Background: an optimization exercise with open tools, aiming at a short achievable clock period and few clock cycles per item. Do not read the settings as production practice.
In this exercise RTL edits were held to simulation tests only and were not proved equivalent to the original.
No activity file was given, so power comes from the tool's default toggle rates.

==> flow/design.v <==
`default_nettype none
package core_pkg;
	typedef enum logic [6:0] {
		OPC_OP     = 7'b0110011,
		OPC_OP_IMM = 7'b0010011
	} opcode_e;
	typedef enum logic [3:0] {
		ALU_ADD,
		ALU_SUB,
		ALU_AND,
		ALU_OR,
		ALU_XOR,
		ALU_SLT,
		ALU_SLTU,
		ALU_SLL,
		ALU_SRL,
		ALU_SRA
	} alu_op_e;
	typedef struct packed {
		logic [6:0]              funct7;
		logic [5-1:0] rs2;
		logic [5-1:0] rs1;
		logic [2:0]              funct3;
		logic [5-1:0] rd;
		opcode_e                 opcode;
	} r_fmt_t;
	typedef struct packed {
		logic [11:0]             imm12;
		logic [5-1:0] rs1;
		logic [2:0]              funct3;
		logic [5-1:0] rd;
		opcode_e                 opcode;
	} i_fmt_t;
	typedef union packed {
		r_fmt_t r;
		i_fmt_t i;
	} instr_u;
	typedef struct packed {
		alu_op_e                 alu_op;
		logic                    use_imm;
		logic                    illegal;
		logic [5-1:0] rd;
		logic [5-1:0] rs1;
		logic [5-1:0] rs2;
		logic [32-1:0]   imm;
	} dec_op_t;
endpackage
`default_nettype wire
`timescale 1ns/1ps
`default_nettype none
module inst_decoder (
	input  logic [32-1:0] ins_i,
	output logic                  illegal_o,
	output logic                  wr_o,
	output logic                  use_imm_o,
	output logic                  sub_o,
	output logic                  arith_o,
	output logic [7:0]            sel_o,
	output logic [32-1:0] imm_o
);
	logic [6:0] opc;
	logic [2:0] f3;
	logic [6:0] f7;
	logic       is_op;
	logic       is_imm;
	logic       f7z;
	logic       f7a;
	assign opc = ins_i[6:0];
	assign f3 = ins_i[14:12];
	assign f7 = ins_i[31:25];
	assign is_op = opc == 7'b0110011;
	assign is_imm = opc == 7'b0010011;
	assign f7z = f7 == 7'b0000000;
	assign f7a = f7 == 7'b0100000;
	always_comb begin
		if (is_op) begin
			illegal_o = !(f7z || (f7a && (f3 == 3'b000 || f3 == 3'b101)));
		end else if (is_imm) begin
			illegal_o = (f3[1:0] == 2'b01) && !(f7z || (f7a && f3[2]));
		end else begin
			illegal_o = 1'b1;
		end
	end
	assign wr_o = !illegal_o && ins_i[11:7] != 5'd0;
	assign use_imm_o = !is_op;
	assign sub_o = is_op && f7a && f3 == 3'b000;
	assign arith_o = f7a;
	assign imm_o = {{(32 - 12){ins_i[31]}}, ins_i[31:20]};
	always_comb begin
		sel_o = 8'd0;
		sel_o[f3] = 1'b1;
	end
endmodule
`default_nettype wire
`timescale 1ns/1ps
`default_nettype none
module issue_queue #(
	parameter int DEPTH = 4,
	parameter int W = 38
) (
	input  logic         clk,
	input  logic         rst_n,
	input  logic         push_i,
	input  logic [W-1:0] push_dat_i,
	input  logic         pop_i,
	output logic         head_vld_o,
	output logic [W-1:0] head_dat_o
);
	logic [DEPTH-1:0][W-1:0] ent;
	logic [DEPTH-1:0] vld;
	always_ff @(posedge clk or negedge rst_n) begin
		if (!rst_n) begin
			vld <= '0;
		end else begin
			for (int i = 0; i < DEPTH; i++) begin
				if (pop_i) begin
					if (i == DEPTH - 1) begin
						vld[i] <= push_i && vld[i];
					end else begin
						vld[i] <= vld[i + 1] || (push_i && vld[i]);
					end
				end else begin
					vld[i] <= vld[i] || (push_i && (i == 0 || vld[i == 0 ? 0 : i - 1]));
				end
			end
		end
	end
	always_ff @(posedge clk) begin
		for (int i = 0; i < DEPTH; i++) begin
			if (pop_i) begin
				if (i != DEPTH - 1 && vld[i == DEPTH - 1 ? i : i + 1]) begin
					ent[i] <= ent[i == DEPTH - 1 ? i : i + 1];
				end else if (push_i && vld[i]) begin
					ent[i] <= push_dat_i;
				end
			end else if (push_i && !vld[i] && (i == 0 || vld[i == 0 ? 0 : i - 1])) begin
				ent[i] <= push_dat_i;
			end
		end
	end
	assign head_vld_o = vld[0];
	assign head_dat_o = ent[0];
endmodule
`default_nettype wire
`timescale 1ns/1ps
`default_nettype none
module reg_file (
	input  logic                      clk,
	input  logic                      rst_n,
	input  logic [32-1:1] rs1_sel_i,
	input  logic [32-1:1] rs2_sel_i,
	output logic [32-1:0]     rs1_data_o,
	output logic [32-1:0]     rs2_data_o,
	input  logic                      we_i,
	input  logic [5-1:0]   rd_addr_i,
	input  logic [32-1:0]     rd_data_i
);
	logic [32-1:0] regs [1:32-1];
	always_ff @(posedge clk or negedge rst_n) begin
		if (!rst_n) begin
			for (int i = 1; i < 32; i++) begin
				regs[i] <= '0;
			end
		end else if (we_i) begin
			for (int i = 1; i < 32; i++) begin
				if (rd_addr_i == 5'(i)) begin
					regs[i] <= rd_data_i;
				end
			end
		end
	end
	always_comb begin
		rs1_data_o = '0;
		rs2_data_o = '0;
		for (int i = 1; i < 32; i++) begin
			rs1_data_o = rs1_data_o | ({32{rs1_sel_i[i]}} & regs[i]);
			rs2_data_o = rs2_data_o | ({32{rs2_sel_i[i]}} & regs[i]);
		end
	end
endmodule
`default_nettype wire
`timescale 1ns/1ps
`default_nettype none
module exec_unit (
	input  logic [32-1:0] a_i,
	input  logic [32-1:0] b_i,
	input  logic                  sub_i,
	input  logic                  arith_i,
	input  logic [7:0]            sel_i,
	output logic [32-1:0] result_o
);
	logic [4:0]            shamt;
	logic [32-1:0] add_r;
	logic [32-1:0] sub_r;
	logic [32-1:0] sll_r;
	logic [32-1:0] srl_r;
	logic [32-1:0] sra_r;
	logic                  slt_r;
	logic                  sltu_r;
	assign shamt = b_i[4:0];
	assign add_r = a_i + b_i;
	assign sub_r = a_i - b_i;
	assign sll_r = a_i << shamt;
	assign srl_r = a_i >> shamt;
	assign sra_r = $unsigned($signed(a_i) >>> shamt);
	assign slt_r = $signed(a_i) < $signed(b_i);
	assign sltu_r = a_i < b_i;
	assign result_o =
		({32{sel_i[0] && !sub_i}} & add_r) |
		({32{sel_i[0] && sub_i}} & sub_r) |
		({32{sel_i[1]}} & sll_r) |
		({32{sel_i[2]}} & {31'd0, slt_r}) |
		({32{sel_i[3]}} & {31'd0, sltu_r}) |
		({32{sel_i[4]}} & (a_i ^ b_i)) |
		({32{sel_i[5] && !arith_i}} & srl_r) |
		({32{sel_i[5] && arith_i}} & sra_r) |
		({32{sel_i[6]}} & (a_i | b_i)) |
		({32{sel_i[7]}} & (a_i & b_i));
endmodule
`default_nettype wire
`timescale 1ns/1ps
`default_nettype none
module rv_alu_core (
	input  logic                    clk,
	input  logic                    rst_n,
	input  logic                    ins_cyc_i,
	input  logic                    ins_stb_i,
	input  logic                    ins_we_i,
	input  logic [32-1:0]   ins_dat_i,
	output logic                    ins_ack_o,
	input  logic                    retire_ready_i,
	output logic                    retire_valid_o,
	output logic [5-1:0] retire_rd_o,
	output logic [32-1:0]   retire_data_o,
	output logic                    retire_illegal_o
);
	localparam int CAP = 6;
	localparam int CNT_W = $clog2(CAP + 1);
	logic             room_q;
	logic [CNT_W-1:0] cnt_q;
	logic [CNT_W-1:0] cnt_d;
	logic             xfer;
	logic             pop;
	logic                  ir_vld;
	logic [32-1:0] ir_q;
	logic                    dec_illegal;
	logic                    dec_wr;
	logic                    dec_use_imm;
	logic                    dec_sub;
	logic                    dec_arith;
	logic [7:0]              dec_sel;
	logic [32-1:0]   dec_imm;
	logic [32-1:0]   rf_rs1;
	logic [32-1:0]   rf_rs2;
	logic [32-1:1] rs1_oh;
	logic [32-1:1] rs2_oh;
	logic                      in_use_imm;
	logic                      in_ex1;
	logic                      in_ex2;
	logic                      in_wb1;
	logic                      in_wb2;
	logic [32-1:1] rs1_sel_q;
	logic [32-1:1] rs2_sel_q;
	logic                      ex1_q;
	logic                      ex2_q;
	logic                      wb1_q;
	logic                      wb2_q;
	logic                      imm_q;
	logic                    ex_vld;
	logic                    ex_illegal;
	logic                    ex_wr;
	logic [5-1:0] ex_rd;
	logic                    ex_sub;
	logic                    ex_arith;
	logic [7:0]              ex_sel;
	logic [32-1:0]   ex_a;
	logic [32-1:0]   ex_b;
	logic [32-1:0]   ex_res;
	logic                    ex_we;
	logic                    wb_vld;
	logic                    wb_illegal;
	logic                    wb_wr;
	logic [5-1:0] wb_rd;
	logic [32-1:0]   wb_res;
	logic                    wb_we;
	logic [32+5:0] rec_in;
	logic [32+5:0] rec_out;
	assign xfer = ins_cyc_i && ins_stb_i && room_q;
	assign ins_ack_o = xfer;
	assign pop = retire_valid_o && retire_ready_i;
	always_comb begin
		cnt_d = cnt_q;
		if (xfer && !pop) begin
			cnt_d = cnt_q + 1'b1;
		end else if (!xfer && pop) begin
			cnt_d = cnt_q - 1'b1;
		end
	end
	always_ff @(posedge clk or negedge rst_n) begin
		if (!rst_n) begin
			cnt_q <= '0;
			room_q <= 1'b1;
			ir_vld <= 1'b0;
			ex_vld <= 1'b0;
			wb_vld <= 1'b0;
		end else begin
			cnt_q <= cnt_d;
			room_q <= cnt_d < CNT_W'(CAP);
			ir_vld <= xfer;
			ex_vld <= ir_vld;
			wb_vld <= ex_vld;
		end
	end
	always_comb begin
		rs1_oh = '0;
		rs2_oh = '0;
		for (int i = 1; i < 32; i++) begin
			rs1_oh[i] = ins_dat_i[19:15] == 5'(i);
			rs2_oh[i] = ins_dat_i[24:20] == 5'(i);
		end
	end
	assign in_use_imm = ins_dat_i[6:0] != 7'b0110011;
	assign in_ex1 = ir_vld && dec_wr && ir_q[11:7] == ins_dat_i[19:15];
	assign in_ex2 = ir_vld && dec_wr && ir_q[11:7] == ins_dat_i[24:20] && !in_use_imm;
	assign in_wb1 = ex_we && ex_rd == ins_dat_i[19:15];
	assign in_wb2 = ex_we && ex_rd == ins_dat_i[24:20] && !in_use_imm;
	always_ff @(posedge clk) begin
		ir_q <= ins_dat_i;
		rs1_sel_q <= in_wb1 ? '0 : rs1_oh;
		rs2_sel_q <= (in_wb2 || in_use_imm) ? '0 : rs2_oh;
		ex1_q <= in_ex1;
		ex2_q <= in_ex2;
		wb1_q <= in_wb1;
		wb2_q <= in_wb2;
		imm_q <= in_use_imm;
	end
	inst_decoder inst_decoder (
		.ins_i     (ir_q),
		.illegal_o (dec_illegal),
		.wr_o      (dec_wr),
		.use_imm_o (dec_use_imm),
		.sub_o     (dec_sub),
		.arith_o   (dec_arith),
		.sel_o     (dec_sel),
		.imm_o     (dec_imm)
	);
	assign ex_we = ex_vld && ex_wr;
	reg_file reg_file (
		.clk        (clk),
		.rst_n      (rst_n),
		.rs1_sel_i  (rs1_sel_q),
		.rs2_sel_i  (rs2_sel_q),
		.rs1_data_o (rf_rs1),
		.rs2_data_o (rf_rs2),
		.we_i       (wb_we),
		.rd_addr_i  (wb_rd),
		.rd_data_i  (wb_res)
	);
	assign wb_we = wb_vld && wb_wr;
	always_ff @(posedge clk) begin
		ex_illegal <= dec_illegal;
		ex_wr <= dec_wr;
		ex_rd <= ir_q[11:7];
		ex_sub <= dec_sub;
		ex_arith <= dec_arith;
		ex_sel <= dec_sel;
		ex_a <= ex1_q ? ex_res : (rf_rs1 | ({32{wb1_q}} & wb_res));
		ex_b <= ex2_q ? ex_res : (rf_rs2 | ({32{wb2_q}} & wb_res) |
			({32{imm_q}} & dec_imm));
	end
	exec_unit exec_unit (
		.a_i      (ex_a),
		.b_i      (ex_b),
		.sub_i    (ex_sub),
		.arith_i  (ex_arith),
		.sel_i    (ex_sel),
		.result_o (ex_res)
	);
	always_ff @(posedge clk) begin
		wb_illegal <= ex_illegal;
		wb_wr <= ex_wr;
		wb_rd <= ex_rd;
		wb_res <= ex_wr ? ex_res : 32'd0;
	end
	assign rec_in = {wb_illegal, wb_rd, wb_res};
	assign {retire_illegal_o, retire_rd_o, retire_data_o} = rec_out;
	issue_queue #(
		.DEPTH (CAP),
		.W     (1 + 5 + 32)
	) issue_queue (
		.clk        (clk),
		.rst_n      (rst_n),
		.push_i     (wb_vld),
		.push_dat_i (rec_in),
		.pop_i      (pop),
		.head_vld_o (retire_valid_o),
		.head_dat_o (rec_out)
	);
endmodule
`default_nettype wire
==> flow/config.mk <==
export PLATFORM = sky130hd
export DESIGN_NAME = rv_alu_core
export DESIGN_NICKNAME = rv_alu_core
export VERILOG_FILES = /design/flow/design.v
export SDC_FILE = /design/flow/constraint.sdc
export NUM_CORES = 4
export LEC_CHECK = 0
export ABC_CLOCK_PERIOD_IN_PS = 2500
export CAP_MARGIN = 20
export CORE_MARGIN = 2
export CORE_UTILIZATION = 25
export SETUP_SLACK_MARGIN = 5
export SLEW_MARGIN = 20
==> flow/constraint.sdc <==
create_clock -name core_clock -period 8.0 [get_ports {clk}]
set_input_delay 1.6000 -clock core_clock [delete_from_list [all_inputs] [get_ports {clk}]]
set_output_delay 1.6000 -clock core_clock [all_outputs]
set_load 0.01 [all_outputs]
run.sh (not shown) runs the stock make flow with config.mk's settings and CLKGATE_MAP_FILE= SYNTH_SCRIPT=/design/flow/synth_recipe.tcl, a recipe that flattens the netlist after the stock synthesis.
The baseline passed the timing, DRC and antenna checks.
Testbench counts at the start, summed over its fixed seeds: cycles 24,032, items 24,000.
Rerun with:
--- a/flow/design.v
+++ b/flow/design.v
@@ -299,7 +299,7 @@
 	always_ff @(posedge clk or negedge rst_n) begin
 		if (!rst_n) begin
 			cnt_q <= '0;
-			room_q <= 1'b1;
+			room_q <= 1'b0;  
 			ir_vld <= 1'b0;
 			ex_vld <= 1'b0;
 			wb_vld <= 1'b0;
=> The changed run produced a clean layout. Sequential power hardly moves. Clock skew rises by 0.014 ns. Setup slack loses 0.0099 ns. Synthesized cell count does not change. Total power decreases slightly. Final cell count barely changes. Global-route usage rises by 0.11 points. Via count grows slightly. Die area stays flat. Clock power shrinks slightly. First-iteration DRC count is lower by a few percent.
Testbench counts after the change, summed over its fixed seeds: cycles 24,040, items 24,000.

-- separate check: timing with driven ports --
No port has a modelled driver above. Below, the same layouts with a new extraction and two added sets of constraints. Step 1: set_driving_cell puts a clkbuf_16 on clk and a buf_2 on each other input, an assumption about the parent block. Step 2, shift: input delay + t, output delay - t, t = (earliest + latest rising clock arrival at the registers) / 2. This alone moves slack from input paths to output paths. a / b / c = no drivers / after step 1 / after step 2; a / b = the first two.
run | t (ns) | setup WS [ns] | worst slew at a driven data input, ns
the first run | 0.929 | 4.479 / 4.446 / 4.228 | 0.06
the second run | 0.928 | 4.469 / 4.437 / 4.204 | 0.05
After both steps every run listed still meets setup and hold. The setup slack of the second run, which loses most, moves by -0.032 ns with the drivers and by -0.265 ns with both steps.
